Context: an optimization exercise on an open-source flow, tuned for small area and a short achievable clock period. The choices shown serve that exercise and are no tape-out recipe. In this exercise RTL edits were held to simulation tests only and were not proved equivalent to the original. Power and IR drop assume default switching activity.

==> flow/design.v <==
module rho_pi_inv_serial #(
    parameter bit BYPASS_RHO = 1'b0
) (
    input  logic        clk,
    input  logic        rst_n,
    input  logic        s_valid,
    output logic        s_ready,
    input  logic [63:0] s_data,
    output logic        m_valid,
    input  logic        m_ready,
    output logic [63:0] m_data,
    output logic        m_last,
    output logic        busy
);
    localparam int NA = 11;
    function automatic int rot_in(input int a);
        int k;
        case (a)
            0: k = 2;   1: k = 4;   2: k = 14;  3: k = 21;  4: k = 23;  5: k = 37;
            6: k = 43;  7: k = 44;  8: k = 48;  9: k = 60;  10: k = 61;
            default: k = 0;
        endcase
        rot_in = k;
    endfunction
    function automatic int rot_out(input int c);
        int k;
        case (c)
            0: k = 0;  1: k = 24;  2: k = 4;  3: k = 13;  4: k = 18;
            default: k = 0;
        endcase
        rot_out = k;
    endfunction
    function automatic int rot_idx(input int l);
        int a;
        case (l)
            1:  a = 7;  2:  a = 6;  3:  a = 3;  4:  a = 2;
            5:  a = 1;  6:  a = 9;  7:  a = 6;  8:  a = 3;  9:  a = 5;
            10: a = 10; 11: a = 0;  12: a = 3;  13: a = 1;  14: a = 2;
            15: a = 2;  16: a = 4;  17: a = 10; 18: a = 0;  19: a = 6;
            20: a = 7;  21: a = 5;  22: a = 3;  23: a = 4;  24: a = 8;
            default: a = 0;
        endcase
        rot_idx = a;
    endfunction
    function automatic logic [4:0] lane_chain(input logic [4:0] l);
        logic [4:0] c;
        if (l == 5'd0)      c = 5'b00000;
        else if (l < 5'd5)  c = 5'b00001;
        else if (l < 5'd10) c = 5'b00010;
        else if (l < 5'd15) c = 5'b00100;
        else if (l < 5'd20) c = 5'b01000;
        else                c = 5'b10000;
        lane_chain = c;
    endfunction
    function automatic logic [4:0] src_lane(input logic [4:0] m);
        logic [4:0] s;
        case (m)
            5'd0:  s = 5'd0;   5'd1:  s = 5'd10;  5'd2:  s = 5'd20;  5'd3:  s = 5'd5;
            5'd4:  s = 5'd15;  5'd5:  s = 5'd16;  5'd6:  s = 5'd1;   5'd7:  s = 5'd11;
            5'd8:  s = 5'd21;  5'd9:  s = 5'd6;   5'd10: s = 5'd7;   5'd11: s = 5'd17;
            5'd12: s = 5'd2;   5'd13: s = 5'd12;  5'd14: s = 5'd22;  5'd15: s = 5'd23;
            5'd16: s = 5'd8;   5'd17: s = 5'd18;  5'd18: s = 5'd3;   5'd19: s = 5'd13;
            5'd20: s = 5'd14;  5'd21: s = 5'd24;  5'd22: s = 5'd9;   5'd23: s = 5'd19;
            5'd24: s = 5'd4;
            default: s = 5'd0;
        endcase
        src_lane = s;
    endfunction
    function automatic logic [63:0] rotr(input logic [63:0] x, input int k);
        rotr = BYPASS_RHO ? x : ((x >> k) | (x << ((64 - k) % 64)));
    endfunction
    logic        drain;      
    logic        fill;       
    logic        busy_r;     
    logic        w0;         
    logic [4:0]  wr_cnt;
    logic [4:0]  rd_cnt;
    logic [4:0]  cw;
    logic [4:0]  cr;
    logic        hs;
    logic [4:0]  shift;      
    logic [4:0][63:0] chain0;       
    logic [3:0][4:0][63:0] chain;   
    logic [63:0] head_d;
    logic [63:0] out_d;
    logic [63:0] out_r;
    logic [NA-1:0] asel;
    logic        a_drain;
    logic        a_busy;
    logic        a_w0;
    logic [4:0]  a_wr_cnt;
    logic [4:0]  a_rd_cnt;
    logic [4:0]  a_csel;
    assign s_ready = rst_n & fill;
    assign m_valid = rst_n & drain;
    assign busy    = rst_n & busy_r;
    assign m_data  = out_r;
    assign m_last  = rd_cnt[4] & rd_cnt[3];
    assign hs = drain ? m_ready : s_valid;
    assign shift = (cw & {5{s_valid}}) | (cr & {5{m_ready}});
    always_comb begin
        asel = '0;
        for (int l = 1; l < 25; l++) begin
            if (wr_cnt == 5'(l)) asel[rot_idx(l)] = 1'b1;
        end
        head_d = '0;
        for (int a = 0; a < NA; a++) begin
            head_d = head_d | ({64{asel[a]}} & rotr(s_data, rot_in(a)));
        end
    end
    always_ff @(posedge clk) begin
        if (shift[0]) begin
            chain0[0] <= head_d;
            for (int p = 1; p < 4; p++) chain0[p] <= chain0[p-1];
        end
    end
    for (genvar c = 1; c < 5; c++) begin : g_chain
        always_ff @(posedge clk) begin
            if (shift[c]) begin
                chain[c-1][0] <= head_d;
                for (int p = 1; p < 5; p++) chain[c-1][p] <= chain[c-1][p-1];
            end
        end
    end
    always_comb begin
        out_d = ({64{w0}} & s_data) | ({64{cr[0]}} & rotr(chain0[3], rot_out(0)));
        for (int c = 1; c < 5; c++) begin
            out_d = out_d | ({64{cr[c]}} & rotr(chain[c-1][4], rot_out(c)));
        end
    end
    always_ff @(posedge clk) begin
        if (w0 || (drain && m_ready)) out_r <= out_d;
    end
    always_comb begin
        a_drain  = drain;
        a_wr_cnt = wr_cnt;
        a_rd_cnt = rd_cnt;
        if (!drain) begin
            if (wr_cnt == 5'd24) begin
                a_wr_cnt = '0;
                a_drain  = 1'b1;
            end else begin
                a_wr_cnt = wr_cnt + 5'd1;
            end
        end else begin
            if (rd_cnt == 5'd24) begin
                a_rd_cnt = '0;
                a_drain  = 1'b0;
            end else begin
                a_rd_cnt = rd_cnt + 5'd1;
            end
        end
        a_busy = a_drain || (a_wr_cnt != 5'd0);
        a_w0   = !a_drain && (a_wr_cnt == 5'd0);
        a_csel = 5'b00000;
        for (int i = 0; i < 25; i++) begin
            if (!drain && wr_cnt == 5'(i))
                a_csel = (i == 24) ? lane_chain(src_lane(5'd1)) : lane_chain(5'(i + 1));
            if (drain && rd_cnt == 5'(i))
                a_csel = (i >= 23) ? 5'b00000 : lane_chain(src_lane(5'(i + 2)));
        end
    end
    always_ff @(posedge clk) begin
        if (!rst_n) begin
            drain  <= 1'b0;
            fill   <= 1'b1;
            busy_r <= 1'b0;
            w0     <= 1'b1;
            wr_cnt <= '0;
            rd_cnt <= '0;
            cw     <= 5'b00000;
            cr     <= 5'b00000;
        end else if (hs) begin
            drain  <= a_drain;
            fill   <= !a_drain;
            wr_cnt <= a_wr_cnt;
            rd_cnt <= a_rd_cnt;
            busy_r <= a_busy;
            w0     <= a_w0;
            cw     <= a_drain ? 5'b00000 : a_csel;
            cr     <= a_drain ? a_csel : 5'b00000;
        end
    end
endmodule
==> flow/config.mk <==
export PLATFORM = sky130hd
export DESIGN_NAME = rho_pi_inv_serial
export DESIGN_NICKNAME = rho_pi_inv_serial
export VERILOG_FILES = /design/flow/design.v
export SDC_FILE = /design/flow/constraint.sdc
export NUM_CORES = 4
export LEC_CHECK = 0
export CAP_MARGIN = 20
export CORE_MARGIN = 2
export CORE_UTILIZATION = 40
export SETUP_SLACK_MARGIN = 0.3
export SLEW_MARGIN = 20
==> flow/constraint.sdc <==
create_clock -name core_clock -period 7.0 [get_ports {clk}]
set_input_delay 1.4000 -clock core_clock [delete_from_list [all_inputs] [get_ports {clk}]]
set_output_delay 1.4000 -clock core_clock [all_outputs]
set_load 0.01 [all_outputs]
standard.sh (not shown) runs the stock make flow with config.mk's settings and CLKGATE_MAP_FILE= SYNTH_SCRIPT=/design/flow/synth_recipe.tcl, a recipe that flattens the netlist after the stock synthesis.
==> flow/flow/run.sh <==
#!/bin/bash
# Own layout flow: the standard synthesis unchanged, then the standard ORFS
# steps with a few extra settings (port buffer cell, clock tree options).
set -euo pipefail
W=$PWD
bash standard.sh synth > synth_std.log 2>&1
source flow/params.sh
make -C "$FLOW_HOME" DESIGN_CONFIG="$FLOW_CONFIG" WORK_HOME="$W/orfs" CLKGATE_MAP_FILE= \
  SYNTH_SCRIPT="$W/synth_recipe.tcl" "${EXTRA[@]}" finish > layout.log 2>&1
R=$W/orfs/results/$FLOW_PLATFORM/rho_pi_inv_serial/base
: # left out here: write the final layout as DEF
==> flow/flow/params.sh <==
EXTRA=(
  CORE_UTILIZATION=40
  SETUP_SLACK_MARGIN=3.8
  PLACE_DENSITY=0.45
  CELL_PAD_IN_SITES_DETAIL_PLACEMENT=1
  BUFFER_PORTS_ARGS="-buffer_cell sky130_fd_sc_hd__buf_2"
  CTS_ARGS="-sink_clustering_enable -repair_clock_nets -sink_clustering_size 30 -sink_clustering_max_diameter 100 -buf_list sky130_fd_sc_hd__clkbuf_16 -dont_use_dummy_load"
)
The baseline passed the timing, DRC and antenna checks.
Rerun with:
--- a/flow/design.v
+++ b/flow/design.v
@@ -72,15 +72,16 @@
     logic        drain;      
     logic        fill;       
     logic        busy_r;     
     logic        w0;         
     logic [4:0]  wr_cnt;
     logic [4:0]  rd_cnt;
-    logic [4:0]  cw;
-    logic [4:0]  cr;
+    logic [4:0]  csel;
     logic        hs;
+    logic [4:0]  cw;         
+    logic [4:0]  cr;         
     logic [4:0]  shift;      
     logic [4:0][63:0] chain0;       
     logic [3:0][4:0][63:0] chain;   
     logic [63:0] head_d;
     logic [63:0] out_d;
     logic [63:0] out_r;
@@ -94,12 +95,14 @@
     assign s_ready = rst_n & fill;
     assign m_valid = rst_n & drain;
     assign busy    = rst_n & busy_r;
     assign m_data  = out_r;
     assign m_last  = rd_cnt[4] & rd_cnt[3];
     assign hs = drain ? m_ready : s_valid;
+    assign cw = fill ? csel : 5'b00000;
+    assign cr = drain ? csel : 5'b00000;
     assign shift = (cw & {5{s_valid}}) | (cr & {5{m_ready}});
     always_comb begin
         asel = '0;
         for (int l = 1; l < 25; l++) begin
             if (wr_cnt == 5'(l)) asel[rot_idx(l)] = 1'b1;
         end
@@ -120,15 +123,15 @@
                 chain[c-1][0] <= head_d;
                 for (int p = 1; p < 5; p++) chain[c-1][p] <= chain[c-1][p-1];
             end
         end
     end
     always_comb begin
-        out_d = ({64{w0}} & s_data) | ({64{cr[0]}} & rotr(chain0[3], rot_out(0)));
+        out_d = ({64{w0}} & s_data) | ({64{csel[0]}} & rotr(chain0[3], rot_out(0)));
         for (int c = 1; c < 5; c++) begin
-            out_d = out_d | ({64{cr[c]}} & rotr(chain[c-1][4], rot_out(c)));
+            out_d = out_d | ({64{csel[c]}} & rotr(chain[c-1][4], rot_out(c)));
         end
     end
     always_ff @(posedge clk) begin
         if (w0 || (drain && m_ready)) out_r <= out_d;
     end
     always_comb begin
@@ -165,20 +168,18 @@
             drain  <= 1'b0;
             fill   <= 1'b1;
             busy_r <= 1'b0;
             w0     <= 1'b1;
             wr_cnt <= '0;
             rd_cnt <= '0;
-            cw     <= 5'b00000;
-            cr     <= 5'b00000;
+            csel   <= 5'b00000;
         end else if (hs) begin
             drain  <= a_drain;
             fill   <= !a_drain;
             wr_cnt <= a_wr_cnt;
             rd_cnt <= a_rd_cnt;
             busy_r <= a_busy;
             w0     <= a_w0;
-            cw     <= a_drain ? 5'b00000 : a_csel;
-            cr     <= a_drain ? a_csel : 5'b00000;
+            csel   <= a_csel;
         end
     end
 endmodule
=> The changed run passed the timing, DRC and antenna checks; synthesized cell count falls slightly; non-clock buffer count falls by 23; sequential share of layout area went up by 0.92 points; synthesized area barely changes; fmax hardly moves; sequential power barely changes.

[static timing again, ports no longer ideal]
No port has a modelled driver above. Below, the same layouts with a new extraction and two added sets of constraints.
Step 1 assumes that a clkbuf_16 drives the clock port and a buf_2 every other input.
Step 2 times the ports against the registers' clock, not the clock port: input delays grow and output delays shrink by t, the midpoint of the rising clock arrivals with the driver on.
Slacks: ideal / step 1 / step 2; pairs: ideal / step 1.
run | t, ns | setup WS [ns] | clock arrival spread, ns
the first run | 0.730 | 3.814 / 3.768 / 3.306 | 0.120 / 0.120
the second run | 0.754 | 3.812 / 3.662 / 3.130 | 0.091 / 0.091
After both steps setup and hold are still met in every run listed. For the second run, which loses most, drivers alone change the setup slack by -0.150 ns; drivers and shift together by -0.682 ns.
